Context: an optimization exercise on an open-source flow, tuned for small area and a short achievable clock period. The choices shown serve that exercise and are no tape-out recipe. Only simulation tests tie the RTL to the original design; equivalence was not proved. Power is estimated from default activity; no workload was simulated.

<file path="flow/run.sh">
#!/bin/bash
# synth_recipe.tcl (not shown) runs the flow's synth.tcl, then flattens the netlist and writes it again
# the make line also repeats each setting of config.mk as NAME=value (left out here)
make -C /OpenROAD-flow-scripts/flow DESIGN_CONFIG=/design/flow/config.mk WORK_HOME=/design/flow/orfs CLKGATE_MAP_FILE= SYNTH_SCRIPT=/design/flow/synth_recipe.tcl finish
</file>
<file path="flow/config.mk">
export PLATFORM = sky130hd
export DESIGN_NAME = stall_mem_resp
export DESIGN_NICKNAME = stall_mem_resp
export VERILOG_FILES = /design/flow/design.v
export SDC_FILE = /design/flow/constraint.sdc
export NUM_CORES = 4
export LEC_CHECK = 0
export CAP_MARGIN = 20
export CORE_MARGIN = 2
export CORE_UTILIZATION = 65
export CTS_CLUSTER_DIAMETER = 100
export CTS_CLUSTER_SIZE = 30
export SETUP_SLACK_MARGIN = 2.5
export SLEW_MARGIN = 20
export SYNTH_HIERARCHICAL = 1
export SYNTH_MINIMUM_KEEP_SIZE = 0
export TNS_END_PERCENT = 5
</file>
<file path="flow/constraint.sdc">
create_clock -name core_clock -period 5.0 [get_ports {clk}]
set_input_delay 1.0000 -clock core_clock [delete_from_list [all_inputs] [get_ports {clk}]]
set_output_delay 1.0000 -clock core_clock [all_outputs]
set_load 0.01 [all_outputs]
</file>
<file path="flow/design.v">
package mem_defs;
  localparam int WORD_W = 16;
endpackage
module mem_g_nand2 (input logic a, b, output logic y);
  assign y = ~(a & b);
endmodule
module mem_g_nor2 (input logic a, b, output logic y);
  assign y = ~(a | b);
endmodule
module mem_g_nand3 (input logic a, b, c, output logic y);
  assign y = ~(a & b & c);
endmodule
module mem_g_nand4 (input logic a, b, c, d, output logic y);
  assign y = ~(a & b & c & d);
endmodule
module mem_g_a222oi (input logic a1, a2, b1, b2, c1, c2, output logic y);
  assign y = ~((a1 & a2) | (b1 & b2) | (c1 & c2));
endmodule
module mem_g_a22o (input logic a1, a2, b1, b2, output logic x);
  assign x = (a1 & a2) | (b1 & b2);
endmodule
module mem_store
#(
  parameter int N = 256,
  parameter int W = 16
) (
  input  logic           clk,
  input  logic [N-1:0]   we,
  input  logic [N-1:0]   wen,
  input  logic [W-1:0]   wdata,
  output logic [N*W-1:0] q
);
  logic [N*W-1:0] d;
  for (genvar w = 0; w < N; w++) begin : g_word
    for (genvar b = 0; b < W; b++) begin : g_bit
      mem_g_a22o u_d (.a1(we[w]), .a2(wdata[b]), .b1(wen[w]), .b2(q[w*W+b]), .x(d[w*W+b]));
    end
  end
  always_ff @(posedge clk) q <= d;
endmodule
module mem_rq64
(
  input  logic [63:0] sel,
  input  logic [63:0] q,
  output logic        y
);
  logic [21:0] l1;
  logic [5:0]  l2;
  logic [2:0]  l3;
  for (genvar k = 0; k < 21; k++) begin : g_l1
    mem_g_a222oi u (.a1(sel[3*k]),   .a2(q[3*k]),
                    .b1(sel[3*k+1]), .b2(q[3*k+1]),
                    .c1(sel[3*k+2]), .c2(q[3*k+2]), .y(l1[k]));
  end
  mem_g_nand2 u_l1b (.a(sel[63]), .b(q[63]), .y(l1[21]));
  for (genvar k = 0; k < 5; k++) begin : g_l2
    mem_g_nand4 u (.a(l1[4*k]), .b(l1[4*k+1]), .c(l1[4*k+2]), .d(l1[4*k+3]), .y(l2[k]));
  end
  mem_g_nand2 u_l2b (.a(l1[20]), .b(l1[21]), .y(l2[5]));
  for (genvar k = 0; k < 3; k++) begin : g_l3
    mem_g_nor2 u (.a(l2[2*k]), .b(l2[2*k+1]), .y(l3[k]));
  end
  mem_g_nand3 u_l4 (.a(l3[0]), .b(l3[1]), .c(l3[2]), .y(y));
endmodule
module mem_word_array
#(
  parameter int DEPTH_LOG2 = 8
) (
  input  logic                        clk,
  input  logic                        rst,
  input  logic                        wfire_d,
  input  logic [DEPTH_LOG2-1:0]       idx,
  input  logic [mem_defs::WORD_W-1:0] wdata,
  output logic [mem_defs::WORD_W-1:0] rdata
);
  localparam int W    = mem_defs::WORD_W;
  localparam int N    = 2**DEPTH_LOG2;    
  localparam int LO_B = DEPTH_LOG2 / 2;
  localparam int HI_B = DEPTH_LOG2 - LO_B;
  localparam int NLO  = 2**LO_B;
  localparam int NHI  = 2**HI_B;
  localparam int G    = N / 64;
  logic [NLO-1:0] lo_n, lo;
  logic [NHI-1:0] hi_n, hiw, hiw_n;
  logic [N-1:0]   sel, we, wen;
  logic [N*W-1:0] q;
  logic [G*W-1:0] part, part_q;
  always_ff @(posedge clk) begin
    for (int j = 0; j < NLO; j++) lo_n[j] <= (idx[LO_B-1:0] != LO_B'(j));
    for (int i = 0; i < NHI; i++) hi_n[i] <= (idx[DEPTH_LOG2-1:LO_B] != HI_B'(i));
  end
  assign lo = ~lo_n;
  always_ff @(posedge clk or negedge rst) begin
    if (!rst) begin
      hiw   <= '0;
      hiw_n <= '1;
    end else begin
      hiw   <= ~hi_n & {NHI{wfire_d}};
      hiw_n <= hi_n | {NHI{~wfire_d}};
    end
  end
  for (genvar w = 0; w < N; w++) begin : g_dec
    mem_g_nor2  u_sel (.a(hi_n[w / NLO]), .b(lo_n[w % NLO]), .y(sel[w]));
    mem_g_nor2  u_we  (.a(hiw_n[w / NLO]), .b(lo_n[w % NLO]), .y(we[w]));
    mem_g_nand2 u_wen (.a(hiw[w / NLO]), .b(lo[w % NLO]), .y(wen[w]));
  end
  mem_store #(.N(N), .W(W)) u_store (
    .clk(clk), .we(we), .wen(wen), .wdata(wdata), .q(q)
  );
  for (genvar g = 0; g < G; g++) begin : g_quarter
    for (genvar b = 0; b < W; b++) begin : g_bit
      logic [63:0] qb;
      for (genvar k = 0; k < 64; k++) begin : g_k
        assign qb[k] = q[(g*64+k)*W + b];
      end
      mem_rq64 u_rq (.sel(sel[g*64 +: 64]), .q(qb), .y(part[g*W + b]));
    end
  end
  always_ff @(posedge clk) part_q <= part;
  always_comb begin
    rdata = '0;
    for (int g = 0; g < G; g++) rdata = rdata | part_q[g*W +: W];
  end
endmodule
module stall_mem_resp
#(
  parameter int DEPTH_LOG2 = 8,
  parameter int LATENCY    = 4
) (
  input  logic              clk,
  input  logic              rst,
  input  logic [15:0]       addr,
  input  logic [15:0]       data_in,
  input  logic              rd,
  input  logic              wr,
  output logic [15:0]       data_out,
  output logic              done,
  output logic              stall,
  output logic              err
);
  localparam int CW = 2;   
  localparam logic [CW-1:0] CNT_LAST = CW'(LATENCY - 1);
  logic [CW-1:0]               cnt;
  logic                        take, illegal, last;
  logic                        wfire_d;
  logic                        op_wr_q;
  logic [DEPTH_LOG2-1:0]       idx_q;
  logic [mem_defs::WORD_W-1:0] wdata_q;
  logic [mem_defs::WORD_W-1:0] mem_rdata;
  if (DEPTH_LOG2 + 1 < 16) begin : g_alias
    logic unused_hi;
    assign unused_hi = ^addr[15:DEPTH_LOG2+1];
  end
  assign illegal = (rd & wr) | addr[0];
  assign take    = ~stall & (rd | wr) & ~illegal;
  assign last    = stall & (cnt == CNT_LAST);
  assign wfire_d = stall & (cnt == CW'(LATENCY - 2)) & op_wr_q;
  always_ff @(posedge clk or negedge rst) begin
    if (!rst) begin
      cnt      <= '0;
      stall    <= 1'b0;
      done     <= 1'b0;
      err      <= 1'b0;
      data_out <= '0;
    end else begin
      cnt   <= stall ? cnt + CW'(1) : '0;
      stall <= take | (stall & ~last);
      done  <= last;
      err   <= ~stall & (rd | wr) & illegal;
      if (last & ~op_wr_q) data_out <= mem_rdata;
    end
  end
  always_ff @(posedge clk) begin
    if (take) begin
      idx_q   <= addr[DEPTH_LOG2:1];
      wdata_q <= data_in;
      op_wr_q <= wr;
    end
  end
  mem_word_array #(
    .DEPTH_LOG2(DEPTH_LOG2)
  ) u_array (
    .clk     (clk),
    .rst     (rst),
    .wfire_d (wfire_d),
    .idx   (idx_q),
    .wdata (wdata_q),
    .rdata (mem_rdata)
  );
endmodule
</file>
==> results of run 1 <==
-- state kept, by name (all words and copies together) (netlist names), 2 cells and up --
name	cells
wdata_q	16
u_array.lo_n	16
idx_q	8
u_array.part_q	64
u_array.u_store.q	4096
cnt	2
data_out	16
u_array.hiw	16
u_array.hiw_n	16
u_array.hi_n	16
-- cells in the final DEF, fill, tap and decap left out, types with 57 or more instances in the layout --
cell type                   count
sky130_fd_sc_hd__buf_12        64
sky130_fd_sc_hd__clkbuf_16    173
sky130_fd_sc_hd__nor2_1       285
sky130_fd_sc_hd__buf_6         57
sky130_fd_sc_hd__nand3_1       61
sky130_fd_sc_hd__nand4_1      322
sky130_fd_sc_hd__nand2_1      362
sky130_fd_sc_hd__nor2_2       388
sky130_fd_sc_hd__buf_4        273
sky130_fd_sc_hd__a22o_1      4096
sky130_fd_sc_hd__a222oi_1    1344
sky130_fd_sc_hd__dfxtp_1     4161
-- per-layer routing --
metal | vias up | GRT usage
li1 | 50000 | -
met1 | 60900 | 0.605
met2 | 10500 | 0.623
met3 | 1686 | 0.147
met4 | 52 | 0.275
met5 | - | 0
-- stage by stage --
step | setup WS, ns | hold slack, ns | utilization | power, mW | instance area [µm²]
detailed placement | 1.69 | 0.451 | 0.682 | 45.5 | 149000
floorplan | 0.326 | 0.431 | - | 42.8 | 143000
global route | 2.28 | 0.173 | 0.716 | 63.7 | 157000
global placement | 1.73 | 0.450 | 0.680 | 45.1 | 149000
CTS | 2.30 | 0.137 | 0.711 | 61.6 | 156000
finish | 2.21 | 0.174 | 0.716 | 62.2 | 157000
-- per-module statistics from Yosys, one instance, submodules excluded, excerpt --
module,cells,copies in the design
stall_mem_resp,79,1
mem_g_a222oi,1,1344
mem_g_nand4,1,320
mem_g_nand3,1,64
mem_g_nand2,1,384
mem_g_nor2,1,704
-- worst register-to-register path, cell delays in order (launching register included) --
cell and delay, ns:
sky130_fd_sc_hd__dfxtp_4 0.45, sky130_fd_sc_hd__buf_12 0.17, sky130_fd_sc_hd__buf_4 0.25, sky130_fd_sc_hd__nor2_2 0.21
sky130_fd_sc_hd__a222oi_1 0.93, sky130_fd_sc_hd__nand4_1 0.22, sky130_fd_sc_hd__nor2_2 0.25, sky130_fd_sc_hd__nand3_1 0.19
-- final cells by class --
type | instances | area, µm²
fill | 15200 | 62200
timing repair buffer | 437 | 4480
multi-input combinational | 7022 | 58000
inverter | 17 | 83.8
clock inverter | 3 | 33.8
sequential | 4270 | 86100
tap | 2871 | 3590
clock buffer | 213 | 4500
antenna | 44 | 110
-- logic make-up (layout without fill, tap and decap cells) --
family                     count (synthesis)  count (layout)  share of synthesized area
buffers and inverters                     30             670                   0.000972
AOI/OAI and AO/OA                       5443            5443                      0.345
DFF                                     4270            4270                      0.602
muxes                                     16              16                    0.00152
adders and majority gates                  2               2                   0.000175
and+or+nand+nor                         1560            1560                     0.0498
other                                      0              44                          0
xor gates and xnor gates                   1               1                  0.0000613
-- worst min-delay path by stage --
stage	end	depth (start not counted)	slack [ns]	startpoint
3_5_place_dp	u_array.u_store.q[3172]	1	0.45	u_array.u_store.q[3172]
2_1_floorplan	cnt[0]	1	0.43	cnt[0]
5_1_grt	err	1	0.17	rst
3_3_place_gp	u_array.u_store.q[1178]	1	0.45	u_array.u_store.q[1178]
6_report	stall	1	0.17	rst
4_1_cts	stall	1	0.14	rst
-- power breakdown --
part / internal, mW / total, mW / switching, mW
logic: 2.66 / 5.78 / 3.12
clock network: 6.39 / 16.7 / 10.3
registers: 37.4 / 39.7 / 2.28
total: 46.4 / 62.2 / 15.7
-- repair_timing --
action	4_1_cts	5_1_grt
resized for setup	327	55
cloned	3	3
hold buffers	0	0
setup buffers	94	30
pin swaps	114	44
setup endpoints to repair	2700	1534
==> implementation parameters, run 1 <==
Parameter                              Value

Synthesis
  Distinct cells, synth    34
  Proportion of synthesized flip-flops having asynchronous set or reset    0.0124
  Most used flip-flop cell after synthesis    sky130_fd_sc_hd__dfxtp_1
  Top cells by instance count after synthesis    4,192 x sky130_fd_sc_hd__dfxtp_1, 4,096 x sky130_fd_sc_hd__a22o_1, 1,344 x sky130_fd_sc_hd__a222oi_1
  EDFF count, synth    25
  Number of synthesized register bits    4,270
  Mean Syn Cell Area    12.6 µm²
  Post-synthesis sequential area ratio    0.602
  Proportion of netlist area held by the largest area contributor    0.587
  Count of warnings emitted by yosys    9
  Nets in the synthesized netlist    11,400
  Yosys top cell by area    sky130_fd_sc_hd__dfxtp_1
  Gate Count Post-Synth    11,300
  Netlist Area Pre-Place    143,000 µm²
  Library cell with the highest instance count after synthesis    sky130_fd_sc_hd__dfxtp_1
  Top area cells in the synthesized netlist    sky130_fd_sc_hd__dfxtp_1 59%, sky130_fd_sc_hd__a22o_1 25%, sky130_fd_sc_hd__a222oi_1 9.4%

Detailed routing
  Detail-routed net length per standard cell    35.9 µm
  Met1 Wirelength    198,000 µm
  Routed vias/inst    8.28
  Total Routed Length    534,000 µm
  Routed via count    123,000
  Count of antenna-violating nets left after detailed routing    0
  Drc violations    0
  TritonRoute pass-1 iters    17
  Routed wl met3    78,000 µm
  Met2 Wirelength    221,000 µm
  Topmost layer with routed signal wires    met5
  Initial drt markers    28,700

STA
  Unrepaired setup endpoints after global routing    yes
  Max_slew headroom    0.167
  Achievable frequency    358 MHz
  Number of pins with negative max-slew slack in the final report    0
  Post-route clock period utilization    0.558
  Slew @ Worst Pin    1.25 ns
  Setup violations, final    0
  Time the worst path needs with I/O delays and setup    2.79 ns
  Final worst clock skew    0.0375 ns
  Setup TNS    0 ns
  Hold violation count in the final report    0

Critical path
  Cell breakdown of the critical path    buf_12 > buf_4 > nor2_2 > a222oi_1 > nand4_1 > nor2_2 > nand3_1
  Internal reg-to-reg setup slack    2.21 ns
  R2r endpoint    u_array.part_q[38]
  Top cell family by delay on the critical path    compound AO/OA/AOI/OAI gates
  Maximum fanout encountered on the critical timing path    16
  Critical setup path kind    reg -> reg
  Critical path's slowest cell    sky130_fd_sc_hd__a222oi_1
  Worst Path Buf+Inv    2
  Required time reported for the critical path endpoint    5.75 ns
  Element type at the critical path end    flip-flop
  Critical Path Start Type    flip-flop
  Number of cell instances on the worst register-to-register path    7
  Worst setup path endpoint    u_array.part_q[38]
  Crit-path most repeated cell    sky130_fd_sc_hd__nor2_2
  Worst setup path startpoint    u_array.lo_n[8]
  Arrival time of the worst setup path    3.54 ns
  Levels on crit path    7
  Reg2Reg Launch Point    u_array.lo_n[8]
  Critical path's largest stage delay    0.93 ns

Place
  Port Buffer Count    47
  Cell count after placement    14,500
  Last weighted congestion value of the routability-driven placer    0.931
  HPWL after detailed placement    308,000 µm

Clocking
  Clock transition at the registers of the reported paths    0.11 ns
  Clock network latency to the later pin of the worst-skew pair    0.90 ns
  CTS max path bufs    3
  Level count of the clock H-tree    4
  Root Buffer Master    sky130_fd_sc_hd__clkbuf_16
  Clock sink count    4,270
  Num CTS Buffers    160
  CTS tree    yes

Floorplan
  Placeable core region    219,000 µm²
  Top-Level Pins    55
  Vertical die dimension    473 µm
  Total Die Area    224,000 µm²
  Die Span X    473 µm
  Initial Util    0.652
  Total number of placement rows    172

Run status
  Run status  timing/DRC/antenna clean

Power and ir drop
  Worst vdd rail ir drop    0.361 mV
  Leakage    70.6 nW
  Total power divided by cell area    396 nW/µm²

Run
  Reported max-cap violation count    0

GRT
  Initial antenna violation count    43
  Largest net degree at the start of global routing    171
  Gr ovfl total    0
  Vias in the first global route    112,000
  Overall fraction of global-route tracks in use    0.449
  First-pass GRT wire length    764,000 µm

Min path
  Worst min-delay path class    in -> async

Cells and area
  Layout-stage area growth over the synthesis result    9.84%
  Final #Nets    11,900
  Filler-free cell count of the finished design    14,900
  Layout cell share with drive strength beyond 1    0.0943
==> run 2, diff against run 1 <==
--- a/flow/design.v
+++ b/flow/design.v
@@ -87,9 +87,9 @@
   logic [G*W-1:0] part, part_q;
   always_ff @(posedge clk) begin
     for (int j = 0; j < NLO; j++) lo_n[j] <= (idx[LO_B-1:0] != LO_B'(j));
+    for (int j = 0; j < NLO; j++) lo[j]   <= (idx[LO_B-1:0] == LO_B'(j));
     for (int i = 0; i < NHI; i++) hi_n[i] <= (idx[DEPTH_LOG2-1:LO_B] != HI_B'(i));
   end
-  assign lo = ~lo_n;
   always_ff @(posedge clk or negedge rst) begin
     if (!rst) begin
       hiw   <= '0;
@@ -138,10 +138,8 @@
   output logic              stall,
   output logic              err
 );
-  localparam int CW = 2;   
-  localparam logic [CW-1:0] CNT_LAST = CW'(LATENCY - 1);
-  logic [CW-1:0]               cnt;
-  logic                        take, illegal, last;
+  logic [LATENCY-1:0]          ph;
+  logic                        busy, take, illegal, last;
   logic                        wfire_d;
   logic                        op_wr_q;
   logic [DEPTH_LOG2-1:0]       idx_q;
@@ -151,22 +149,23 @@
     logic unused_hi;
     assign unused_hi = ^addr[15:DEPTH_LOG2+1];
   end
+  assign busy    = |ph;
   assign illegal = (rd & wr) | addr[0];
-  assign take    = ~stall & (rd | wr) & ~illegal;
-  assign last    = stall & (cnt == CNT_LAST);
-  assign wfire_d = stall & (cnt == CW'(LATENCY - 2)) & op_wr_q;
+  assign take    = ~busy & (rd | wr) & ~illegal;
+  assign last    = ph[LATENCY-1];
+  assign wfire_d = ph[LATENCY-2] & op_wr_q;
   always_ff @(posedge clk or negedge rst) begin
     if (!rst) begin
-      cnt      <= '0;
+      ph       <= '0;
       stall    <= 1'b0;
       done     <= 1'b0;
       err      <= 1'b0;
       data_out <= '0;
     end else begin
-      cnt   <= stall ? cnt + CW'(1) : '0;
-      stall <= take | (stall & ~last);
+      ph    <= {ph[LATENCY-2:0], take};
+      stall <= take | (|ph[LATENCY-2:0]);
       done  <= last;
-      err   <= ~stall & (rd | wr) & illegal;
+      err   <= ~busy & (rd | wr) & illegal;
       if (last & ~op_wr_q) data_out <= mem_rdata;
     end
   end
@@ -183,8 +182,8 @@
     .clk     (clk),
     .rst     (rst),
     .wfire_d (wfire_d),
-    .idx   (idx_q),
-    .wdata (wdata_q),
-    .rdata (mem_rdata)
+    .idx     (idx_q),
+    .wdata   (wdata_q),
+    .rdata   (mem_rdata)
   );
 endmodule
==> flow/flow/run.sh (new file) <==
#!/bin/bash
# Layout flow: the standard ORFS flow (standard.sh, run stage by stage)
# with one change: the port buffers are plain buf_6 cells. By default ORFS
# picks a delay cell (clkdlybuf4s50_1) for them, and with the platform's
# MATCH_CELL_FOOTPRINT the resizer cannot swap it for a faster buffer later.
# Each stage's make output goes to its own log in this folder; ORFS's own
# per-step logs stay under orfs/logs.
set -euo pipefail
export BUFFER_PORTS_ARGS="-buffer_cell sky130_fd_sc_hd__buf_6"
for stage in synth floorplan place cts route finish; do
  bash standard.sh "$stage" > "make_${stage}.log" 2>&1
done
test -f out/final.def
==> flow/standard.sh (new file) <==
#!/bin/bash
# synth_recipe.tcl (not shown) runs the flow's synth.tcl, then flattens the netlist and writes it again
# the make line also repeats each setting of config.mk as NAME=value (left out here)
make -C /OpenROAD-flow-scripts/flow DESIGN_CONFIG=/design/flow/config.mk WORK_HOME=/design/flow/orfs CLKGATE_MAP_FILE= SYNTH_SCRIPT=/design/flow/synth_recipe.tcl "${@:-finish}"
--- a/flow/config.mk
+++ b/flow/config.mk
@@ -10,7 +10,7 @@
 export CORE_UTILIZATION = 65
 export CTS_CLUSTER_DIAMETER = 100
 export CTS_CLUSTER_SIZE = 30
-export SETUP_SLACK_MARGIN = 2.5
+export SETUP_SLACK_MARGIN = 2.6
 export SLEW_MARGIN = 20
 export SYNTH_HIERARCHICAL = 1
 export SYNTH_MINIMUM_KEEP_SIZE = 0
removed: flow/run.sh
==> implementation parameters, run 2 <==
Parameter                              Value

STA
  Time the worst path needs with I/O delays and setup    2.63 ns (-0.163 ns)
  Final worst clock skew    0.0359 ns (-0.00162 ns)
  Hold slack final    0.212 ns (+0.0381 ns)
  Setup TNS    0 ns (unchanged)
  Post-route clock period utilization    0.526 (-0.0327)
  Unrepaired setup endpoints after global routing    yes
  Achievable frequency    380 MHz (+6.2%)
  Slew @ Worst Pin    1.44 ns (+0.191 ns)
  Final critical-path setup slack    2.37 ns (+0.163 ns)
  Hold violation count in the final report    0 (unchanged)
  Number of pins with negative max-slew slack in the final report    0 (unchanged)
  Setup violations, final    0 (unchanged)
  Max_slew headroom    0.0403 (-0.127)

Synthesis
  Mean Syn Cell Area    12.6 µm² (+0.15%)
  Top area cells in the synthesized netlist    sky130_fd_sc_hd__dfxtp_1 59%, sky130_fd_sc_hd__a22o_1 25%, sky130_fd_sc_hd__a222oi_1 9.4%
  Proportion of synthesized flip-flops having asynchronous set or reset    0.0128 (+0.000414)
  Nets in the synthesized netlist    11,400 (+0.17%)
  Most used flip-flop cell after synthesis    sky130_fd_sc_hd__dfxtp_1
  Post-synthesis sequential area ratio    0.603 (about the same)
  Yosys top cell by area    sky130_fd_sc_hd__dfxtp_1
  Number of synthesized register bits    4,288 (+0.42%)
  EDFF count, synth    25 (unchanged)
  Count of warnings emitted by yosys    9 (unchanged)
  Library cell with the highest instance count after synthesis    sky130_fd_sc_hd__dfxtp_1
  Proportion of netlist area held by the largest area contributor    0.588 (about the same)
  Top cells by instance count after synthesis    4,208 x sky130_fd_sc_hd__dfxtp_1, 4,096 x sky130_fd_sc_hd__a22o_1, 1,344 x sky130_fd_sc_hd__a222oi_1
  Gate Count Post-Synth    11,300 (+0.19%)
  Netlist Area Pre-Place    143,000 µm² (+0.34%)
  Distinct cells, synth    37 (+8.8%)

Clocking
  Level count of the clock H-tree    4 (unchanged)
  Clock transition at the registers of the reported paths    0.12 ns (about the same)
  Post-cts hold buffer count    0 (unchanged)
  CTS tree    yes
  Clock network latency to the later pin of the worst-skew pair    0.89 ns (about the same)
  Num CTS Buffers    160 (unchanged)
  Clock sink count    4,288 (+0.42%)
  CTS max path bufs    3 (unchanged)
  Root Buffer Master    sky130_fd_sc_hd__clkbuf_16

Cells and area
  Commonest non-fill, non-tap cell in the layout    sky130_fd_sc_hd__dfxtp_1
  Final instance area    158,000 µm² (+0.81%)
  Final core utilization    0.721 (+0.00440)
  Filler-free cell count of the finished design    15,000 (+0.54%)
  Final #Nets    12,000 (+0.69%)
  Flip-flop count of the largest register, all copies and words added    4,096 (unchanged)
  Layout cell share with drive strength beyond 1    0.101 (+0.00691)
  Biggest regs    u_array.u_store.q: 4096 flops, u_array.part_q: 64 flops
  Layout-stage area growth over the synthesis result    10.4%
  Highest-count cells in the layout ignoring fill and taps    4,160 x sky130_fd_sc_hd__dfxtp_1, 4,096 x sky130_fd_sc_hd__a22o_1, 1,344 x sky130_fd_sc_hd__a222oi_1, 395 x sky130_fd_sc_hd__nor2_2, 385 x sky130_fd_sc_hd__nand2_1
  Largest register by flop count    u_array.u_store.q

Critical path
  Critical Path Start Type    flip-flop
  Number of cell instances on the worst register-to-register path    3 (-4)
  Required time reported for the critical path endpoint    5.76 ns (about the same)
  Critical setup path kind    reg -> reg
  Arrival time of the worst setup path    3.39 ns (-0.15 ns)
  Reg2Reg Launch Point    u_array.lo[6]
  Internal reg-to-reg setup slack    2.37 ns (+0.16 ns)
  Element type at the critical path end    flip-flop
  R2r endpoint    u_array.u_store.q[2656]
  Maximum fanout encountered on the critical timing path    16 (unchanged)

Power and ir drop
  Overall power of the completed layout    61.5 mW (-1.1%)
  Total power divided by cell area    389 nW/µm² (-1.9%)
  Leakage    71.1 nW (+0.68%)
  Worst vdd rail ir drop    0.325 mV (-9.9%)

Run status
  Run status  timing/DRC/antenna clean

Detailed routing
  Routed vias/inst    8.29 (+0.18%)
  Initial drt markers    29,600 (+3.3%)
  TritonRoute pass-1 iters    14 (-3)
  Drc violations    0 (unchanged)
  Detail-routed net length per standard cell    35.9 µm (about the same)
  Count of antenna-violating nets left after detailed routing    0 (unchanged)
  Total Routed Length    537,000 µm (+0.57%)
  Topmost layer with routed signal wires    met5
  Met1 Wirelength    200,000 µm (+1.0%)
  Routed via count    124,000 (+0.72%)
  Routed wl met3    77,900 µm (about the same)
  Met2 Wirelength    222,000 µm (+0.49%)

GRT
  Initial antenna violation count    38 (-12%)
  Largest net degree at the start of global routing    171 (unchanged)
  Overall fraction of global-route tracks in use    0.443 (-0.00581)
  Gr ovfl total    0 (unchanged)
  Vias in the first global route    112,000 (-0.030%)
  First-pass GRT wire length    758,000 µm (-0.91%)

Place
  Cell count after placement    14,500 (+0.097%)
  Port Buffer Count    47 (unchanged)
  HPWL after detailed placement    304,000 µm (-1.4%)
  Instance area after placement    150,000 µm² (+0.31%)
  Setup slack after placement    1.46 ns (-0.230 ns)
  Last weighted congestion value of the routability-driven placer    0.932 (about the same)

Run
  Reported max-cap violation count    0 (unchanged)

Min path
  Worst min-delay path class    in -> async

Floorplan
  Die Span X    474 µm (+0.17%)
  Total number of placement rows    172 (unchanged)
  Initial Util    0.653 (+0.000910)
  Vertical die dimension    474 µm (+0.17%)
  Placeable core region    220,000 µm² (+0.20%)
  Top-Level Pins    55 (unchanged)
  Total Die Area    224,000 µm² (+0.33%)
## run 2: cell count changes after synthesis, sizes merged, moves of 4 or more
cell    delta
dfxtp     +16
nor4b      +4
inv       -17
and4bb     +6
buf        +7
and4b      +4
## run 2: worst max-delay path by stage
stage / to / from / cells past startpoint
final: u_array.u_store.q[2656] / u_array.lo[6] / 3
after global placement: u_array.part_q[51] / u_array.lo_n[6] / 6
after floorplan: u_array.u_store.q[0] / wdata_q[0] / 1
after CTS: data_out[8] / data_out[8] / 1
after detailed placement: u_array.part_q[51] / u_array.lo_n[6] / 6
after global routing: data_out[4] / data_out[4] / 1
## run 2: per-module statistics from Yosys, one instance, submodules excluded, excerpt
module          cells  copies in the design
mem_g_nor2          1                   704
mem_g_a222oi        1                  1344
mem_g_nand3         1                    64
mem_g_nand4         1                   320
mem_g_nand2         1                   384
mem_g_a22o          1                  4096
stall_mem_resp     76                     1
## run 2: power breakdown
group | leakage [nW] | internal (mW) | total, mW | switching [mW]
Clock | 2.18 | 6.34 | 16.7 | 10.4
Sequential | 36.4 | 37.5 | 39.8 | 2.35
Combinational | 32.6 | 2.54 | 4.92 | 2.38
Total | 71.1 | 46.4 | 61.5 | 15.1
## run 2: critical path, cell delays in order (launching register included)
cell and delay (ns):
sky130_fd_sc_hd__dfxtp_2 1.15, sky130_fd_sc_hd__buf_4 0.47, sky130_fd_sc_hd__nand2_1 0.49, sky130_fd_sc_hd__a22o_1 0.38
## run 2: repair_timing
item | in CTS | in global routing
resized for setup | 150 | 132
pin swaps | 86 | 120
gates cloned | 1 | 10
buffers inserted | 70 | 127
endpoints found under the setup margin | 181 | 462
## run 2: logic make-up (layout without fill, tap and decap cells)
logic type | Yosys count | in the layout | share of synthesized area
AND/OR/NAND/NOR | 1574 | 1575 | 0.0506
buffers and inverters | 21 | 712 | 0.000943
XOR/XNOR | 1 | 1 | 0.0000611
other | 0 | 51 | 0
AO/OA/AOI/OAI | 5443 | 5443 | 0.344
flip-flops | 4288 | 4288 | 0.603
multiplexers | 16 | 16 | 0.00152
## run 2: layout make-up
type | count | area [µm²]
flip-flops and latches | 4288 | 86600
fillers | 15200 | 61300
multi-input cells | 7035 | 58100
repair buffers | 508 | 5380
clock buffers | 202 | 4450
well taps | 2871 | 3590
diodes | 51 | 128
clock inverters | 2 | 17.5
## run 2: routing by layer
metal / vias to the layer above / global-route usage
li1: 50200 / -
met1: 61300 / 0.605
met2: 10800 / 0.618
met4: 28 / 0.261
met3: 1719 / 0.134
met5: - / 0
==> run 3, diff against run 2 <==
--- a/flow/design.v
+++ b/flow/design.v
@@ -18,6 +18,22 @@
 endmodule
 module mem_g_a22o (input logic a1, a2, b1, b2, output logic x);
   assign x = (a1 & a2) | (b1 & b2);
+endmodule
+module mem_wpre
+#(
+  parameter int B = 4
+) (
+  input  logic            clk,
+  input  logic [B-1:0]    idx,
+  output logic [2**B-1:0] sel,
+  output logic [2**B-1:0] sel_n
+);
+  always_ff @(posedge clk) begin
+    for (int j = 0; j < 2**B; j++) begin
+      sel[j]   <= (idx == B'(j));
+      sel_n[j] <= (idx != B'(j));
+    end
+  end
 endmodule
 module mem_store
 #(
@@ -80,16 +96,16 @@
   localparam int NLO  = 2**LO_B;
   localparam int NHI  = 2**HI_B;
   localparam int G    = N / 64;
-  logic [NLO-1:0] lo_n, lo;
+  logic [NLO-1:0] lo_n, lo_w, lo_wn;
   logic [NHI-1:0] hi_n, hiw, hiw_n;
   logic [N-1:0]   sel, we, wen;
   logic [N*W-1:0] q;
   logic [G*W-1:0] part, part_q;
   always_ff @(posedge clk) begin
     for (int j = 0; j < NLO; j++) lo_n[j] <= (idx[LO_B-1:0] != LO_B'(j));
-    for (int j = 0; j < NLO; j++) lo[j]   <= (idx[LO_B-1:0] == LO_B'(j));
     for (int i = 0; i < NHI; i++) hi_n[i] <= (idx[DEPTH_LOG2-1:LO_B] != HI_B'(i));
   end
+  mem_wpre #(.B(LO_B)) u_wpre (.clk(clk), .idx(idx[LO_B-1:0]), .sel(lo_w), .sel_n(lo_wn));
   always_ff @(posedge clk or negedge rst) begin
     if (!rst) begin
       hiw   <= '0;
@@ -101,8 +117,8 @@
   end
   for (genvar w = 0; w < N; w++) begin : g_dec
     mem_g_nor2  u_sel (.a(hi_n[w / NLO]), .b(lo_n[w % NLO]), .y(sel[w]));
-    mem_g_nor2  u_we  (.a(hiw_n[w / NLO]), .b(lo_n[w % NLO]), .y(we[w]));
-    mem_g_nand2 u_wen (.a(hiw[w / NLO]), .b(lo[w % NLO]), .y(wen[w]));
+    mem_g_nor2  u_we  (.a(hiw_n[w / NLO]), .b(lo_wn[w % NLO]), .y(we[w]));
+    mem_g_nand2 u_wen (.a(hiw[w / NLO]), .b(lo_w[w % NLO]), .y(wen[w]));
   end
   mem_store #(.N(N), .W(W)) u_store (
     .clk(clk), .we(we), .wen(wen), .wdata(wdata), .q(q)
==> flow/flow/run.sh (replaced) <==
#!/bin/bash
# Layout flow: the standard ORFS flow (standard.sh, run stage by stage)
# with two changes:
#  - the port buffers are plain buf_6 cells. By default ORFS picks a delay
#    cell (clkdlybuf4s50_1) for them, and with the platform's
#    MATCH_CELL_FOOTPRINT the resizer cannot swap it for a faster buffer.
#  - before detailed placement, outpull.tcl moves each output's buffer and
#    the register driving it to the output's pin (detailed placement then
#    legalizes them), so the register-to-output path has no long wire.
# Each stage's make output goes to its own log in this folder; ORFS's own
# per-step logs stay under orfs/logs.
set -euo pipefail
export BUFFER_PORTS_ARGS="-buffer_cell sky130_fd_sc_hd__buf_6"
export PRE_DETAIL_PLACE_TCL="$PWD/flow/outpull.tcl"
for stage in synth floorplan place cts route finish; do
  bash standard.sh "$stage" > "make_${stage}.log" 2>&1
done
test -f out/final.def
==> flow/flow/outpull.tcl (new file) <==
# Before detailed placement: move each output port's buffer, and the
# flip-flop that drives it, to the port's pin, so that the register-to-output
# path has no long wire. Detailed placement then legalizes them.
set block [ord::get_db_block]
set core [$block getCoreArea]
proc clampx {v core} { return [expr {max([$core xMin], min($v, [$core xMax] - 20000))}] }
proc clampy {v core} { return [expr {max([$core yMin], min($v, [$core yMax] - 5440))}] }
proc driver_of {net} {
  foreach it [$net getITerms] {
    if {[$it isOutputSignal]} { return [$it getInst] }
  }
  return ""
}
set moved 0
foreach bt [$block getBTerms] {
  if {[$bt getIoType] != "OUTPUT"} { continue }
  set net [$bt getNet]
  if {$net == "NULL"} { continue }
  set bb [$bt getBBox]
  set x [clampx [expr {([$bb xMin] + [$bb xMax]) / 2}] $core]
  set y [clampy [expr {([$bb yMin] + [$bb yMax]) / 2}] $core]
  # walk back through single-input buffers to the first register
  set inst [driver_of $net]
  set hops 0
  while {$inst != "" && $hops < 4} {
    set m [$inst getMaster]
    $inst setLocation $x $y
    incr moved
    if {[$m isSequential]} { break }
    set a [$inst findITerm A]
    if {$a == "NULL" || ![string match "*buf*" [$m getName]]} { break }
    set inst [driver_of [$a getNet]]
    incr hops
  }
}
puts "outpull: moved $moved instances"
==> implementation parameters, run 3 <==
Parameter                              Value

STA
  Setup violations, final    0 (unchanged)
  Setup TNS    0 ns (unchanged)
  Slew @ Worst Pin    1.33 ns (-0.111 ns)
  Max_slew headroom    0.114 (+0.0739)
  Unrepaired setup endpoints after global routing    yes
  Hold violation count in the final report    0 (unchanged)
  Final worst clock skew    0.0271 ns (-0.00881 ns)
  Achievable frequency    372 MHz (-2.3%)
  Time the worst path needs with I/O delays and setup    2.69 ns (+0.0624 ns)
  Post-route clock period utilization    0.538 (+0.0125)
  Hold slack final    0.186 ns (-0.0258 ns)
  Number of pins with negative max-slew slack in the final report    0 (unchanged)

Clocking
  Num CTS Buffers    161 (+0.63%)
  Clock transition at the registers of the reported paths    0.12 ns (about the same)
  Root Buffer Master    sky130_fd_sc_hd__clkbuf_16
  CTS tree    yes
  CTS max path bufs    3 (unchanged)
  Clock network latency to the later pin of the worst-skew pair    0.88 ns (about the same)
  Level count of the clock H-tree    4 (unchanged)
  Clock sink count    4,304 (+0.37%)
  Post-cts hold buffer count    0 (unchanged)

Synthesis
  Distinct cells, synth    39 (+5.4%)
  Post-synthesis sequential area ratio    0.603 (about the same)
  Top cells by instance count after synthesis    4,224 x sky130_fd_sc_hd__dfxtp_1, 4,096 x sky130_fd_sc_hd__a22o_1, 1,344 x sky130_fd_sc_hd__a222oi_1
  Library cell with the highest instance count after synthesis    sky130_fd_sc_hd__dfxtp_1
  EDFF count, synth    25 (unchanged)
  Proportion of netlist area held by the largest area contributor    0.588 (about the same)
  Top area cells in the synthesized netlist    sky130_fd_sc_hd__dfxtp_1 59%, sky130_fd_sc_hd__a22o_1 25%, sky130_fd_sc_hd__a222oi_1 9.4%
  Proportion of synthesized flip-flops having asynchronous set or reset    0.0128 (-0.0000477)
  Count of warnings emitted by yosys    10 (+1)
  Gate Count Post-Synth    11,400 (+0.32%)
  Yosys top cell by area    sky130_fd_sc_hd__dfxtp_1
  Mean Syn Cell Area    12.6 µm² (about the same)
  Nets in the synthesized netlist    11,400 (+0.32%)
  Number of synthesized register bits    4,304 (+0.37%)
  Most used flip-flop cell after synthesis    sky130_fd_sc_hd__dfxtp_1
  Netlist Area Pre-Place    144,000 µm² (+0.37%)

Critical path
  Critical Path Start Type    flip-flop
  Critical path's slowest cell    sky130_fd_sc_hd__a222oi_1
  Maximum fanout encountered on the critical timing path    16 (unchanged)
  Cell breakdown of the critical path    buf_12 > nor2_1 > buf_4 > a222oi_1 > nand4_1 > nor2_2 > nand3_1
  Top cell family by delay on the critical path    simple AND/OR/NAND/NOR gates
  Worst setup path startpoint    u_array.lo_n[15]
  Required time reported for the critical path endpoint    5.77 ns (about the same)
  Reg2Reg Launch Point    u_array.lo_n[15]
  Worst Path Buf+Inv    2 (+1)
  Levels on crit path    7 (+4)
  Element type at the critical path end    flip-flop
  Number of cell instances on the worst register-to-register path    7 (+4)
  Critical path's largest stage delay    0.75 ns (-0.40 ns)
  Arrival time of the worst setup path    3.46 ns (+0.07 ns)
  Critical setup path kind    reg -> reg

Power and ir drop
  Internal Power    46.5 mW (+0.22%)
  Combinational group share of total power    0.085 (+0.005)
  Switching power of the nets    15.3 mW (+1.1%)
  Total power divided by cell area    392 nW/µm² (+0.85%)
  Leakage    70.6 nW (-0.72%)
  Switching power as a share of total power    0.248 (+0.00169)
  Portion of total power attributed to the clock network    0.270 (-0.002)
  Sequential fraction of design power    0.645 (-0.003)
  Overall power of the completed layout    61.8 mW (+0.45%)
  Worst vdd rail ir drop    0.344 mV (+5.8%)

Cells and area
  Commonest non-fill, non-tap cell in the layout    sky130_fd_sc_hd__dfxtp_1
  Biggest regs    u_array.u_store.q: 4096 flops, u_array.part_q: 64 flops
  Largest register by flop count    u_array.u_store.q
  Area of combinational cells with multiple inputs    58,200 µm² (+0.25%)
  Highest-count cells in the layout ignoring fill and taps    4,160 x sky130_fd_sc_hd__dfxtp_1, 4,096 x sky130_fd_sc_hd__a22o_1, 1,344 x sky130_fd_sc_hd__a222oi_1, 397 x sky130_fd_sc_hd__nor2_2, 385 x sky130_fd_sc_hd__nand2_1
  Layout-stage area growth over the synthesis result    9.51%
  Final core utilization    0.716 (-0.00430)
  Layout cell share with drive strength beyond 1    0.0952 (-0.00600)
  Final instance area    158,000 µm² (-0.40%)
  Final #Nets    12,000 (-0.51%)
  Fill cell count    15,400 (+1.8%)
  Flip-flop count of the largest register, all copies and words added    4,096 (unchanged)
  Register cell area after layout    86,900 µm² (+0.38%)

Run status
  Run status  timing/DRC/antenna clean

GRT
  Gr ovfl total    0 (unchanged)
  Largest net degree at the start of global routing    167 (-2.3%)
  Overall fraction of global-route tracks in use    0.457 (+0.0140)
  Initial antenna violation count    44 (+16%)
  First-pass GRT wire length    779,000 µm (+2.8%)
  Vias in the first global route    113,000 (+0.82%)

Floorplan
  Initial Util    0.654 (+0.00113)
  Vertical die dimension    474 µm (+0.18%)
  Die Span X    474 µm (+0.18%)
  Total number of placement rows    172 (unchanged)
  Placeable core region    220,000 µm² (+0.20%)
  Total Die Area    225,000 µm² (+0.37%)
  Top-Level Pins    55 (unchanged)

Detailed routing
  Count of antenna-violating nets left after detailed routing    0 (unchanged)
  Total Routed Length    545,000 µm (+1.6%)
  Drc violations    0 (unchanged)
  Routed via count    124,000 (+0.14%)
  Initial drt markers    29,700 (+0.20%)
  Routed vias/inst    8.30 (about the same)
  Detail-routed net length per standard cell    36.4 µm (+1.5%)
  TritonRoute pass-1 iters    13 (-1)

Place
  Port Buffer Count    47 (unchanged)
  Last weighted congestion value of the routability-driven placer    0.941 (+1.1%)
  Instance area after placement    151,000 µm² (+0.48%)
  HPWL after detailed placement    322,000 µm (+6.0%)

Run
  Reported max-cap violation count    0 (unchanged)

Min path
  Worst min-delay path class    in -> async
run 3: changes by cell type in the layout (fill, tap and decap cells not counted), moves of 4 or more:
cell / previous run / this run
sky130_fd_sc_hd__buf_12: 73 / 58
sky130_fd_sc_hd__buf_4: 321 / 258
sky130_fd_sc_hd__dfxtp_4: 41 / 37
sky130_fd_sc_hd__dfxtp_2: 7 / 27
sky130_fd_sc_hd__clkbuf_16: 179 / 169
sky130_fd_sc_hd__diode_2: 51 / 37
sky130_fd_sc_hd__nand4b_1: 8 / 12
sky130_fd_sc_hd__nand4bb_1: 12 / 18
sky130_fd_sc_hd__buf_16: 7 / 2
sky130_fd_sc_hd__nor2_4: 30 / 24
sky130_fd_sc_hd__buf_8: 9 / 5
run 3: repair_timing:
action	4_1_cts	5_1_grt
endpoints found under the setup margin	104	104
cloned	3	1
resized for setup	174	36
pin swaps	89	54
setup buffers	72	35
run 3: worst paths after layout:
kind	to	slack, ns
min reg2reg	ph[1]	0.41
max reg2reg	u_array.part_q[12]	2.31
max in group asynchronous	data_out[6]	4.15
max	u_array.part_q[12]	2.31
min in group core_clock	wdata_q[3]	0.28
min	u_array.hiw[13]	0.19
run 3: cell type report:
type	instances	area share
sequential	4304	0.552
clock inverter	6	0.000484
timing repair buffer	415	0.0269
tap	2958	0.0235
antenna	37	0.000588
clock buffer	199	0.0276
multi-input combinational	7050	0.369
run 3: power by group through the flow:
| stage | Combinational (mW) | Sequential [mW] | Clock, mW |
|---|---|---|---|
| 3_3_place_gp | 4.38 | 40.3 | 0 |
| 5_1_grt | 5.39 | 40.1 | 17.8 |
| 6_report | 5.25 | 39.9 | 16.7 |
| 4_1_cts | 5.00 | 39.7 | 16.6 |
| 3_5_place_dp | 4.68 | 40.5 | 0 |
| 2_1_floorplan | 2.73 | 40.1 | 0 |
run 3: cell families (layout without fill, tap and decap cells):
logic type             count (synthesis)  in the layout  synth area share
AO/OA/AOI/OAI                       5443           5443             0.343
flip-flops                          4304           4304             0.603
AND/OR/NAND/NOR                     1590           1590            0.0517
buffers and inverters                 25            620           0.00113
multiplexers                          16             16           0.00151
XOR/XNOR                               1              1         0.0000609
other                                  0             37                 0
run 3: stage by stage:
step / cells / worst slack [ns]
6_report: 15000 / 2.31
5_1_grt: 14900 / 2.44
4_1_cts: 14900 / 2.53
3_5_place_dp: 14600 / 1.63
3_3_place_gp: 14600 / 1.60
2_1_floorplan: 11400 / 0.326
run 3: metal layers:
metal	track usage	part of all wire	vias to the layer above
met5	0.00173	0.00041	-
met4	0.310	0.077	28
met1	0.608	0.36	61500
met3	0.142	0.14	1841
li1	-	-	50100
met2	0.634	0.42	10700
run 3: Yosys stat by module (local to each module, per instance), excerpt:
| module | copies in the design | cells | flops+latches |
|---|---|---|---|
| mem_g_nand3 | 64 | 1 | 0 |
| mem_g_nand2 | 384 | 1 | 0 |
| stall_mem_resp | 1 | 76 | 48 |
| mem_g_a22o | 4096 | 1 | 0 |
| mem_g_a222oi | 1344 | 1 | 0 |
| mem_g_nand4 | 320 | 1 | 0 |
| mem_g_nor2 | 704 | 1 | 0 |
==> run 4, diff against run 3 <==
--- a/flow/design.v
+++ b/flow/design.v
@@ -7,14 +7,11 @@
 module mem_g_nor2 (input logic a, b, output logic y);
   assign y = ~(a | b);
 endmodule
-module mem_g_nand3 (input logic a, b, c, output logic y);
-  assign y = ~(a & b & c);
-endmodule
 module mem_g_nand4 (input logic a, b, c, d, output logic y);
   assign y = ~(a & b & c & d);
 endmodule
-module mem_g_a222oi (input logic a1, a2, b1, b2, c1, c2, output logic y);
-  assign y = ~((a1 & a2) | (b1 & b2) | (c1 & c2));
+module mem_g_o22ai (input logic a1, a2, b1, b2, output logic y);
+  assign y = ~((a1 | a2) & (b1 | b2));
 endmodule
 module mem_g_a22o (input logic a1, a2, b1, b2, output logic x);
   assign x = (a1 & a2) | (b1 & b2);
@@ -56,27 +53,27 @@
 endmodule
 module mem_rq64
 (
-  input  logic [63:0] sel,
+  input  logic [63:0] seln,
   input  logic [63:0] q,
   output logic        y
 );
-  logic [21:0] l1;
-  logic [5:0]  l2;
-  logic [2:0]  l3;
-  for (genvar k = 0; k < 21; k++) begin : g_l1
-    mem_g_a222oi u (.a1(sel[3*k]),   .a2(q[3*k]),
-                    .b1(sel[3*k+1]), .b2(q[3*k+1]),
-                    .c1(sel[3*k+2]), .c2(q[3*k+2]), .y(l1[k]));
-  end
-  mem_g_nand2 u_l1b (.a(sel[63]), .b(q[63]), .y(l1[21]));
-  for (genvar k = 0; k < 5; k++) begin : g_l2
-    mem_g_nand4 u (.a(l1[4*k]), .b(l1[4*k+1]), .c(l1[4*k+2]), .d(l1[4*k+3]), .y(l2[k]));
-  end
-  mem_g_nand2 u_l2b (.a(l1[20]), .b(l1[21]), .y(l2[5]));
-  for (genvar k = 0; k < 3; k++) begin : g_l3
-    mem_g_nor2 u (.a(l2[2*k]), .b(l2[2*k+1]), .y(l3[k]));
-  end
-  mem_g_nand3 u_l4 (.a(l3[0]), .b(l3[1]), .c(l3[2]), .y(y));
+  logic [31:0] l1;
+  logic [15:0] l2;
+  logic [3:0]  l3;
+  logic [1:0]  l4;
+  for (genvar k = 0; k < 32; k++) begin : g_l1
+    mem_g_o22ai u (.a1(seln[2*k]), .a2(q[2*k]), .b1(seln[2*k+1]), .b2(q[2*k+1]), .y(l1[k]));
+  end
+  for (genvar k = 0; k < 16; k++) begin : g_l2
+    mem_g_nor2 u (.a(l1[2*k]), .b(l1[2*k+1]), .y(l2[k]));
+  end
+  for (genvar k = 0; k < 4; k++) begin : g_l3
+    mem_g_nand4 u (.a(l2[4*k]), .b(l2[4*k+1]), .c(l2[4*k+2]), .d(l2[4*k+3]), .y(l3[k]));
+  end
+  for (genvar k = 0; k < 2; k++) begin : g_l4
+    mem_g_nor2 u (.a(l3[2*k]), .b(l3[2*k+1]), .y(l4[k]));
+  end
+  mem_g_nand2 u_l5 (.a(l4[0]), .b(l4[1]), .y(y));
 endmodule
 module mem_word_array
 #(
@@ -96,14 +93,14 @@
   localparam int NLO  = 2**LO_B;
   localparam int NHI  = 2**HI_B;
   localparam int G    = N / 64;
-  logic [NLO-1:0] lo_n, lo_w, lo_wn;
-  logic [NHI-1:0] hi_n, hiw, hiw_n;
-  logic [N-1:0]   sel, we, wen;
+  logic [NLO-1:0] lo_r, lo_w, lo_wn;
+  logic [NHI-1:0] hi, hiw, hiw_n;
+  logic [N-1:0]   seln, we, wen;
   logic [N*W-1:0] q;
   logic [G*W-1:0] part, part_q;
   always_ff @(posedge clk) begin
-    for (int j = 0; j < NLO; j++) lo_n[j] <= (idx[LO_B-1:0] != LO_B'(j));
-    for (int i = 0; i < NHI; i++) hi_n[i] <= (idx[DEPTH_LOG2-1:LO_B] != HI_B'(i));
+    for (int j = 0; j < NLO; j++) lo_r[j] <= (idx[LO_B-1:0] == LO_B'(j));
+    for (int i = 0; i < NHI; i++) hi[i]   <= (idx[DEPTH_LOG2-1:LO_B] == HI_B'(i));
   end
   mem_wpre #(.B(LO_B)) u_wpre (.clk(clk), .idx(idx[LO_B-1:0]), .sel(lo_w), .sel_n(lo_wn));
   always_ff @(posedge clk or negedge rst) begin
@@ -111,12 +108,12 @@
       hiw   <= '0;
       hiw_n <= '1;
     end else begin
-      hiw   <= ~hi_n & {NHI{wfire_d}};
-      hiw_n <= hi_n | {NHI{~wfire_d}};
+      hiw   <= hi & {NHI{wfire_d}};
+      hiw_n <= ~(hi & {NHI{wfire_d}});
     end
   end
   for (genvar w = 0; w < N; w++) begin : g_dec
-    mem_g_nor2  u_sel (.a(hi_n[w / NLO]), .b(lo_n[w % NLO]), .y(sel[w]));
+    mem_g_nand2 u_sel (.a(hi[w / NLO]), .b(lo_r[w % NLO]), .y(seln[w]));
     mem_g_nor2  u_we  (.a(hiw_n[w / NLO]), .b(lo_wn[w % NLO]), .y(we[w]));
     mem_g_nand2 u_wen (.a(hiw[w / NLO]), .b(lo_w[w % NLO]), .y(wen[w]));
   end
@@ -129,13 +126,13 @@
       for (genvar k = 0; k < 64; k++) begin : g_k
         assign qb[k] = q[(g*64+k)*W + b];
       end
-      mem_rq64 u_rq (.sel(sel[g*64 +: 64]), .q(qb), .y(part[g*W + b]));
+      mem_rq64 u_rq (.seln(seln[g*64 +: 64]), .q(qb), .y(part[g*W + b]));
     end
   end
   always_ff @(posedge clk) part_q <= part;
   always_comb begin
-    rdata = '0;
-    for (int g = 0; g < G; g++) rdata = rdata | part_q[g*W +: W];
+    rdata = '1;
+    for (int g = 0; g < G; g++) rdata = rdata & ~part_q[g*W +: W];
   end
 endmodule
 module stall_mem_resp
==> implementation parameters, run 4 <==
Parameter                              Value

Run status
  Run status  timing/DRC/antenna clean

Power and ir drop
  Switching power as a share of total power    0.250 (+0.00234)
  Portion of total power attributed to the clock network    0.269 (about the same)
  Sequential fraction of design power    0.644 (about the same)
  Overall power of the completed layout    62.0 mW (+0.31%)
  Leakage    70.3 nW (-0.43%)
  Worst vdd rail ir drop    0.364 mV (+5.9%)
  Internal Power    46.5 mW (about the same)
  Combinational group share of total power    0.087 (+0.002)
  Total power divided by cell area    394 nW/µm² (+0.48%)
  Switching power of the nets    15.5 mW (+1.3%)

Synthesis
  Number of synthesized register bits    4,304 (unchanged)
  Post-synthesis sequential area ratio    0.594 (-0.00877)
  EDFF count, synth    25 (unchanged)
  Yosys top cell by area    sky130_fd_sc_hd__dfxtp_1
  Library cell with the highest instance count after synthesis    sky130_fd_sc_hd__dfxtp_1
  Count of warnings emitted by yosys    10 (unchanged)
  Mean Syn Cell Area    11.4 µm² (-10%)
  Gate Count Post-Synth    12,900 (+13%)
  Distinct cells, synth    38 (-2.6%)
  Proportion of netlist area held by the largest area contributor    0.579 (-0.00856)
  Most used flip-flop cell after synthesis    sky130_fd_sc_hd__dfxtp_1
  Proportion of synthesized flip-flops having asynchronous set or reset    0.0128 (unchanged)
  Top cells by instance count after synthesis    4,224 x sky130_fd_sc_hd__dfxtp_1, 4,096 x sky130_fd_sc_hd__a22o_1, 2,048 x sky130_fd_sc_hd__o22ai_1
  Top area cells in the synthesized netlist    sky130_fd_sc_hd__dfxtp_1 58%, sky130_fd_sc_hd__a22o_1 25%, sky130_fd_sc_hd__o22ai_1 8.8%
  Netlist Area Pre-Place    146,000 µm² (+1.5%)
  Nets in the synthesized netlist    12,900 (+13%)

Clocking
  CTS max path bufs    3 (unchanged)
  Level count of the clock H-tree    4 (unchanged)
  CTS tree    yes
  Clock transition at the registers of the reported paths    0.12 ns (about the same)
  Post-cts hold buffer count    0 (unchanged)
  Num CTS Buffers    161 (unchanged)
  Root Buffer Master    sky130_fd_sc_hd__clkbuf_16
  Clock network latency to the later pin of the worst-skew pair    0.90 ns (+0.02 ns)
  Clock sink count    4,304 (unchanged)

Cells and area
  Biggest regs    u_array.u_store.q: 4096 flops, u_array.part_q: 64 flops
  Layout cell share with drive strength beyond 1    0.0620 (-0.0332)
  Flip-flop count of the largest register, all copies and words added    4,096 (unchanged)
  Filler-free cell count of the finished design    16,300 (+8.7%)
  Layout-stage area growth over the synthesis result    7.74%
  Largest register by flop count    u_array.u_store.q
  Highest-count cells in the layout ignoring fill and taps    4,160 x sky130_fd_sc_hd__dfxtp_1, 4,096 x sky130_fd_sc_hd__a22o_1, 2,047 x sky130_fd_sc_hd__o22ai_1, 1,220 x sky130_fd_sc_hd__nor2_1, 478 x sky130_fd_sc_hd__nand2_1
  Fill cell count    16,100 (+4.3%)
  Commonest non-fill, non-tap cell in the layout    sky130_fd_sc_hd__dfxtp_1
  Final #Nets    13,200 (+11%)

Floorplan
  Total number of placement rows    173 (+0.58%)
  Vertical die dimension    478 µm (+0.73%)
  Die Span X    478 µm (+0.73%)
  Placeable core region    223,000 µm² (+1.3%)
  Total Die Area    228,000 µm² (+1.5%)
  Top-Level Pins    55 (unchanged)
  Initial Util    0.656 (+0.00134)

Critical path
  Reg2Reg Launch Point    u_array.u_wpre.sel[2]
  R2r endpoint    u_array.u_store.q[1824]
  Arrival time of the worst setup path    3.38 ns (-0.08 ns)
  Critical setup path kind    reg -> reg
  Element type at the critical path end    flip-flop
  Required time reported for the critical path endpoint    5.77 ns (about the same)
  Number of cell instances on the worst register-to-register path    3 (-4)
  Maximum fanout encountered on the critical timing path    16 (unchanged)
  Critical Path Start Type    flip-flop
  Internal reg-to-reg setup slack    2.39 ns (+0.08 ns)

STA
  Time the worst path needs with I/O delays and setup    2.61 ns (-0.0770 ns)
  Setup TNS    0 ns (unchanged)
  Final worst clock skew    0.0350 ns (+0.00788 ns)
  Slew @ Worst Pin    1.31 ns (-0.0234 ns)
  Max_slew headroom    0.130 (+0.0156)
  Hold violation count in the final report    0 (unchanged)
  Setup violations, final    0 (unchanged)
  Achievable frequency    383 MHz (+2.9%)
  Final critical-path setup slack    2.39 ns (+0.0770 ns)
  Post-route clock period utilization    0.523 (-0.0154)
  Unrepaired setup endpoints after global routing    yes
  Number of pins with negative max-slew slack in the final report    0 (unchanged)

Detailed routing
  Routed vias/inst    7.84 (-5.5%)
  Detail-routed net length per standard cell    33.8 µm (-7.0%)
  Total Routed Length    551,000 µm (+1.0%)
  Initial drt markers    20,700 (-30%)
  Count of antenna-violating nets left after detailed routing    0 (unchanged)
  Routed via count    128,000 (+2.7%)
  TritonRoute pass-1 iters    14 (+1)
  Drc violations    0 (unchanged)

GRT
  Overall fraction of global-route tracks in use    0.453 (-0.00422)
  Gr ovfl total    0 (unchanged)
  Largest net degree at the start of global routing    153 (-8.4%)
  Vias in the first global route    116,000 (+2.3%)
  Initial antenna violation count    42 (-4.5%)
  First-pass GRT wire length    783,000 µm (+0.46%)

Min path
  Worst min-delay path class    in -> async

Run
  Reported max-cap violation count    0 (unchanged)

Place
  Cell count after placement    16,000 (+9.2%)
  Setup slack after placement    2.08 ns (+0.448 ns)
  Port Buffer Count    47 (unchanged)
  HPWL after detailed placement    323,000 µm (+0.39%)
  Last weighted congestion value of the routability-driven placer    0.992 (+5.4%)
-- run 4: changes by cell type in the layout (fill, tap and decap cells not counted), moves of 105 or more --
cell	previous run	this run
sky130_fd_sc_hd__buf_4	258	114
sky130_fd_sc_hd__nor2_1	283	1220
sky130_fd_sc_hd__nand2_2	0	105
sky130_fd_sc_hd__a222oi_1	1344	0
sky130_fd_sc_hd__nor2_2	397	188
sky130_fd_sc_hd__o22ai_1	0	2047
-- run 4: metrics by stage --
| step | area [µm²] | hold slack (ns) | util |
|---|---|---|---|
| 5_1_grt | 157000 | 0.227 | 0.706 |
| 3_3_place_gp | 151000 | 0.381 | 0.679 |
| 4_1_cts | 156000 | 0.221 | 0.702 |
| 6_report | 157000 | 0.234 | 0.706 |
| 3_5_place_dp | 151000 | 0.394 | 0.680 |
| 2_1_floorplan | 146000 | 0.369 | - |
-- run 4: worst max-delay path by stage --
stage                               start                       to  slack, ns  cells past startpoint
global route             u_array.lo_r[10]       u_array.part_q[31]       2.51                      7
floorplan                      wdata_q[0]     u_array.u_store.q[0]       0.33                      1
finish              u_array.u_wpre.sel[2]  u_array.u_store.q[1824]       2.39                      3
global placement         u_array.lo_r[10]       u_array.part_q[32]       2.07                      6
CTS                       u_array.lo_r[9]       u_array.part_q[10]       2.50                      7
detailed placement       u_array.lo_r[10]       u_array.part_q[32]       2.08                      6
-- run 4: cell families (layout without fill, tap and decap cells) --
| family | after synthesis | in the layout | synth area share |
|---|---|---|---|
| compound gates | 6147 | 6147 | 0.334 |
| xor+xnor | 1 | 1 | 0.0000600 |
| mux | 16 | 16 | 0.00149 |
| simple gates | 2358 | 2358 | 0.0695 |
| other cells | 0 | 45 | 0 |
| buf+inv | 25 | 418 | 0.00145 |
| flops | 4304 | 4304 | 0.594 |
-- run 4: per-module statistics from Yosys, one instance, submodules excluded, a selection --
| module | times used | cells inside |
|---|---|---|
| mem_g_a22o | 4096 | 1 |
| stall_mem_resp | 1 | 76 |
| mem_g_nor2 | 1408 | 1 |
| mem_g_nand4 | 256 | 1 |
| mem_g_o22ai | 2048 | 1 |
| mem_g_nand2 | 576 | 1 |
-- run 4: worst max-delay path, stage by stage, from the launching register on --
cell and delay [ns]:
sky130_fd_sc_hd__dfxtp_2 1.03, sky130_fd_sc_hd__buf_4 0.54, sky130_fd_sc_hd__nand2_1 0.51, sky130_fd_sc_hd__a22o_1 0.37
-- run 4: repair_timing --
action	4_1_cts	5_1_grt
pin swaps	0	1
buffers inserted	28	7
endpoints found under the setup margin	83	354
gates resized for setup	90	101
-- run 4: routing by layer --
metal	track usage	up-vias	part of all wire
li1	-	52800	-
met1	0.585	62400	0.37
met2	0.631	10200	0.41
met3	0.154	2089	0.14
met4	0.326	34	0.080
met5	0	-	0.00050
-- run 4: area by class of cell --
cell class,count,area (µm²),area share
Sequential cell,4304,86900,0.552
Multi-Input combinational cell,8522,59900,0.381
Clock buffer,206,4370,0.0278
Tap cell,2975,3720,0.0237
Timing Repair Buffer,207,2260,0.0144
Antenna cell,45,113,0.000716
Clock inverter,5,51.3,0.000326
-- run 4: power by group through the flow --
stage	clock network [mW]	registers [mW]	logic, mW
floorplan	0	40.1	2.81
global placement	0	40.4	4.50
detailed placement	0	40.6	4.85
CTS	16.6	39.7	5.12
global route	17.7	40.2	5.51
finish	16.7	39.9	5.37
==> run 5, diff against run 4 <==
--- a/flow/design.v
+++ b/flow/design.v
@@ -15,6 +15,18 @@
 endmodule
 module mem_g_a22o (input logic a1, a2, b1, b2, output logic x);
   assign x = (a1 & a2) | (b1 & b2);
+endmodule
+module mem_rpre
+#(
+  parameter int B = 4
+) (
+  input  logic            clk,
+  input  logic [B-1:0]    idx,
+  output logic [2**B-1:0] sel
+);
+  always_ff @(posedge clk) begin
+    for (int j = 0; j < 2**B; j++) sel[j] <= (idx == B'(j));
+  end
 endmodule
 module mem_wpre
 #(
@@ -93,16 +105,20 @@
   localparam int NLO  = 2**LO_B;
   localparam int NHI  = 2**HI_B;
   localparam int G    = N / 64;
-  logic [NLO-1:0] lo_r, lo_w, lo_wn;
+  logic [NLO-1:0] lo_r [2];
+  logic [NLO-1:0] lo_w [2];
+  logic [NLO-1:0] lo_wn [2];
   logic [NHI-1:0] hi, hiw, hiw_n;
   logic [N-1:0]   seln, we, wen;
   logic [N*W-1:0] q;
   logic [G*W-1:0] part, part_q;
   always_ff @(posedge clk) begin
-    for (int j = 0; j < NLO; j++) lo_r[j] <= (idx[LO_B-1:0] == LO_B'(j));
-    for (int i = 0; i < NHI; i++) hi[i]   <= (idx[DEPTH_LOG2-1:LO_B] == HI_B'(i));
-  end
-  mem_wpre #(.B(LO_B)) u_wpre (.clk(clk), .idx(idx[LO_B-1:0]), .sel(lo_w), .sel_n(lo_wn));
+    for (int i = 0; i < NHI; i++) hi[i] <= (idx[DEPTH_LOG2-1:LO_B] == HI_B'(i));
+  end
+  for (genvar h = 0; h < 2; h++) begin : g_lpre
+    mem_rpre #(.B(LO_B)) u_r (.clk(clk), .idx(idx[LO_B-1:0]), .sel(lo_r[h]));
+    mem_wpre #(.B(LO_B)) u_w (.clk(clk), .idx(idx[LO_B-1:0]), .sel(lo_w[h]), .sel_n(lo_wn[h]));
+  end
   always_ff @(posedge clk or negedge rst) begin
     if (!rst) begin
       hiw   <= '0;
@@ -113,9 +129,10 @@
     end
   end
   for (genvar w = 0; w < N; w++) begin : g_dec
-    mem_g_nand2 u_sel (.a(hi[w / NLO]), .b(lo_r[w % NLO]), .y(seln[w]));
-    mem_g_nor2  u_we  (.a(hiw_n[w / NLO]), .b(lo_wn[w % NLO]), .y(we[w]));
-    mem_g_nand2 u_wen (.a(hiw[w / NLO]), .b(lo_w[w % NLO]), .y(wen[w]));
+    localparam int H = (w / NLO) / (NHI / 2);
+    mem_g_nand2 u_sel (.a(hi[w / NLO]), .b(lo_r[H][w % NLO]), .y(seln[w]));
+    mem_g_nor2  u_we  (.a(hiw_n[w / NLO]), .b(lo_wn[H][w % NLO]), .y(we[w]));
+    mem_g_nand2 u_wen (.a(hiw[w / NLO]), .b(lo_w[H][w % NLO]), .y(wen[w]));
   end
   mem_store #(.N(N), .W(W)) u_store (
     .clk(clk), .we(we), .wen(wen), .wdata(wdata), .q(q)
==> implementation parameters, run 5 <==
Parameter                              Value

Power and ir drop
  Worst vdd rail ir drop    0.345 mV (-5.3%)
  Overall power of the completed layout    62.3 mW (+0.59%)
  Internal Power    46.8 mW (+0.80%)
  Switching power as a share of total power    0.249 (-0.00162)
  Leakage    70.9 nW (+0.82%)

Detailed routing
  Initial drt markers    20,300 (-2.0%)
  Total Routed Length    538,000 µm (-2.3%)
  Detail-routed net length per standard cell    32.9 µm (-2.8%)
  Routed via count    127,000 (-0.78%)

Floorplan
  Total number of placement rows    174 (+0.58%)
  Die Span X    481 µm (+0.56%)
  Initial Util    0.655 (about the same)
  Top-Level Pins    55 (unchanged)
  Vertical die dimension    481 µm (+0.56%)

Clocking
  CTS max path bufs    3 (unchanged)
  Num CTS Buffers    163 (+1.2%)
  Level count of the clock H-tree    4 (unchanged)
  Clock network latency to the later pin of the worst-skew pair    0.88 ns (-0.02 ns)
  Clock sink count    4,352 (+1.1%)

Cells and area
  Layout-stage area growth over the synthesis result    7.50%
  Final instance area    159,000 µm² (+0.91%)
  Highest-count cells in the layout ignoring fill and taps    4,230 x sky130_fd_sc_hd__dfxtp_1, 4,096 x sky130_fd_sc_hd__a22o_1, 2,048 x sky130_fd_sc_hd__o22ai_1, 1,183 x sky130_fd_sc_hd__nor2_1, 489 x sky130_fd_sc_hd__nand2_1
  Final #Nets    13,300 (+0.81%)
  Commonest non-fill, non-tap cell in the layout    sky130_fd_sc_hd__dfxtp_1
  Flip-flop count of the largest register, all copies and words added    4,096 (unchanged)
  Filler-free cell count of the finished design    16,400 (+0.53%)
  Final core utilization    0.704 (-0.00179)

Synthesis
  Distinct cells, synth    38 (unchanged)
  Nets in the synthesized netlist    13,000 (+0.87%)
  Yosys top cell by area    sky130_fd_sc_hd__dfxtp_1
  Post-synthesis sequential area ratio    0.594 (about the same)
  Proportion of synthesized flip-flops having asynchronous set or reset    0.0126 (-0.000141)
  Most used flip-flop cell after synthesis    sky130_fd_sc_hd__dfxtp_1
  Proportion of netlist area held by the largest area contributor    0.579 (about the same)

Place
  Cell count after placement    16,100 (+0.93%)
  Port Buffer Count    47 (unchanged)

STA
  Achievable frequency    372 MHz (-2.7%)
  Setup violations, final    0 (unchanged)

Critical path
  Critical setup path kind    reg -> reg
  Maximum fanout encountered on the critical timing path    16 (unchanged)
  Crit-path most repeated cell    sky130_fd_sc_hd__nor2_1
  Arrival time of the worst setup path    3.40 ns (+0.02 ns)
  Required time reported for the critical path endpoint    5.71 ns (-0.06 ns)
  Critical path's largest stage delay    0.50 ns (-0.53 ns)
  Cell breakdown of the critical path    buf_4 > nand2_2 > o22ai_1 > nor2_1 > nand4_1 > nor2_1 > nand2_1

GRT
  Overall fraction of global-route tracks in use    0.440 (-0.0127)
  First-pass GRT wire length    774,000 µm (-1.0%)

Min path
  Worst min-delay path class    in -> async

Run status
  Run status  timing/DRC/antenna clean
## run 5: per-module statistics from Yosys (local to each module, per instance), a selection
module | times used | flops+latches | area (µm²) | cells inside
mem_g_nand2 | 576 | 0 | 3.75 | 1
mem_g_nor2 | 1408 | 0 | 3.75 | 1
mem_g_nand4 | 256 | 0 | 6.26 | 1
mem_g_a22o | 4096 | 0 | 8.76 | 1
stall_mem_resp | 1 | 48 | 1650 | 76
mem_g_o22ai | 2048 | 0 | 6.26 | 1
## run 5: worst paths after layout
path / cells past startpoint / endpoint / slack, ns
max: 7 / u_array.part_q[39] / 2.31
min: 1 / ph[0] / 0.23
max reg2reg: 7 / u_array.part_q[39] / 2.31
min reg2reg: 0 / ph[1] / 0.41
max in group asynchronous: 1 / data_out[11] / 4.07
min in group core_clock: 1 / wdata_q[10] / 0.27
## run 5: stage by stage
step | setup slack, ns | hold WS (ns)
3_3_place_gp | 2.09 | 0.378
4_1_cts | 2.51 | 0.197
5_1_grt | 2.48 | 0.219
2_1_floorplan | 0.326 | 0.369
6_report | 2.31 | 0.234
3_5_place_dp | 2.12 | 0.381
## run 5: final cells by class
cell class | count | area share
antenna | 12 | 0.000189
clock buffer | 198 | 0.0272
clock inverter | 11 | 0.000977
multi-input combinational | 8570 | 0.382
sequential | 4352 | 0.553
tap | 2992 | 0.0236
timing repair buffer | 216 | 0.0137
## run 5: kinds of logic after synthesis
logic type | share of synthesized area
flip-flops | 0.594
AO/OA/AOI/OAI | 0.330
multiplexers | 0.00147
AND/OR/NAND/NOR | 0.0726
buffers and inverters | 0.00225
XOR/XNOR | 0.0000593
## run 5: routing by layer
| metal | vias to the layer above | wire length, µm | global-route usage |
|---|---|---|---|
| met5 | - | 390 | 0.00663 |
| met3 | 1812 | 61400 | 0.105 |
| met2 | 9024 | 228000 | 0.632 |
| met1 | 62500 | 202000 | 0.576 |
| met4 | 32 | 46100 | 0.328 |
| li1 | 53100 | - | - |
## run 5: power by group through the flow
stage	clock [mW]	sequential (mW)	combinational, mW
6_report	16.8	40.2	5.31
5_1_grt	18.0	40.5	5.47
4_1_cts	16.8	40.0	5.12
3_5_place_dp	0	40.8	4.92
3_3_place_gp	0	40.7	4.60
2_1_floorplan	0	40.5	2.85
## run 5: repair_timing
| item | in CTS | in global routing |
|---|---|---|
| gates resized for setup | 129 | 68 |
| hold buffers | 0 | 0 |
| cloned | 0 | 0 |
| pin swaps | 0 | 1 |
| endpoints found under the setup margin | 83 | 109 |
| buffers inserted | 11 | 0 |

Re-timed with assumed drivers on the ports (clkbuf_16 on the clock, buf_2 on other inputs), run 5 has 2.313 ns of setup slack against 2.313 ns with ideal ports, and 2.274 ns once port delays also move by the mid clock arrival of 0.958 ns.
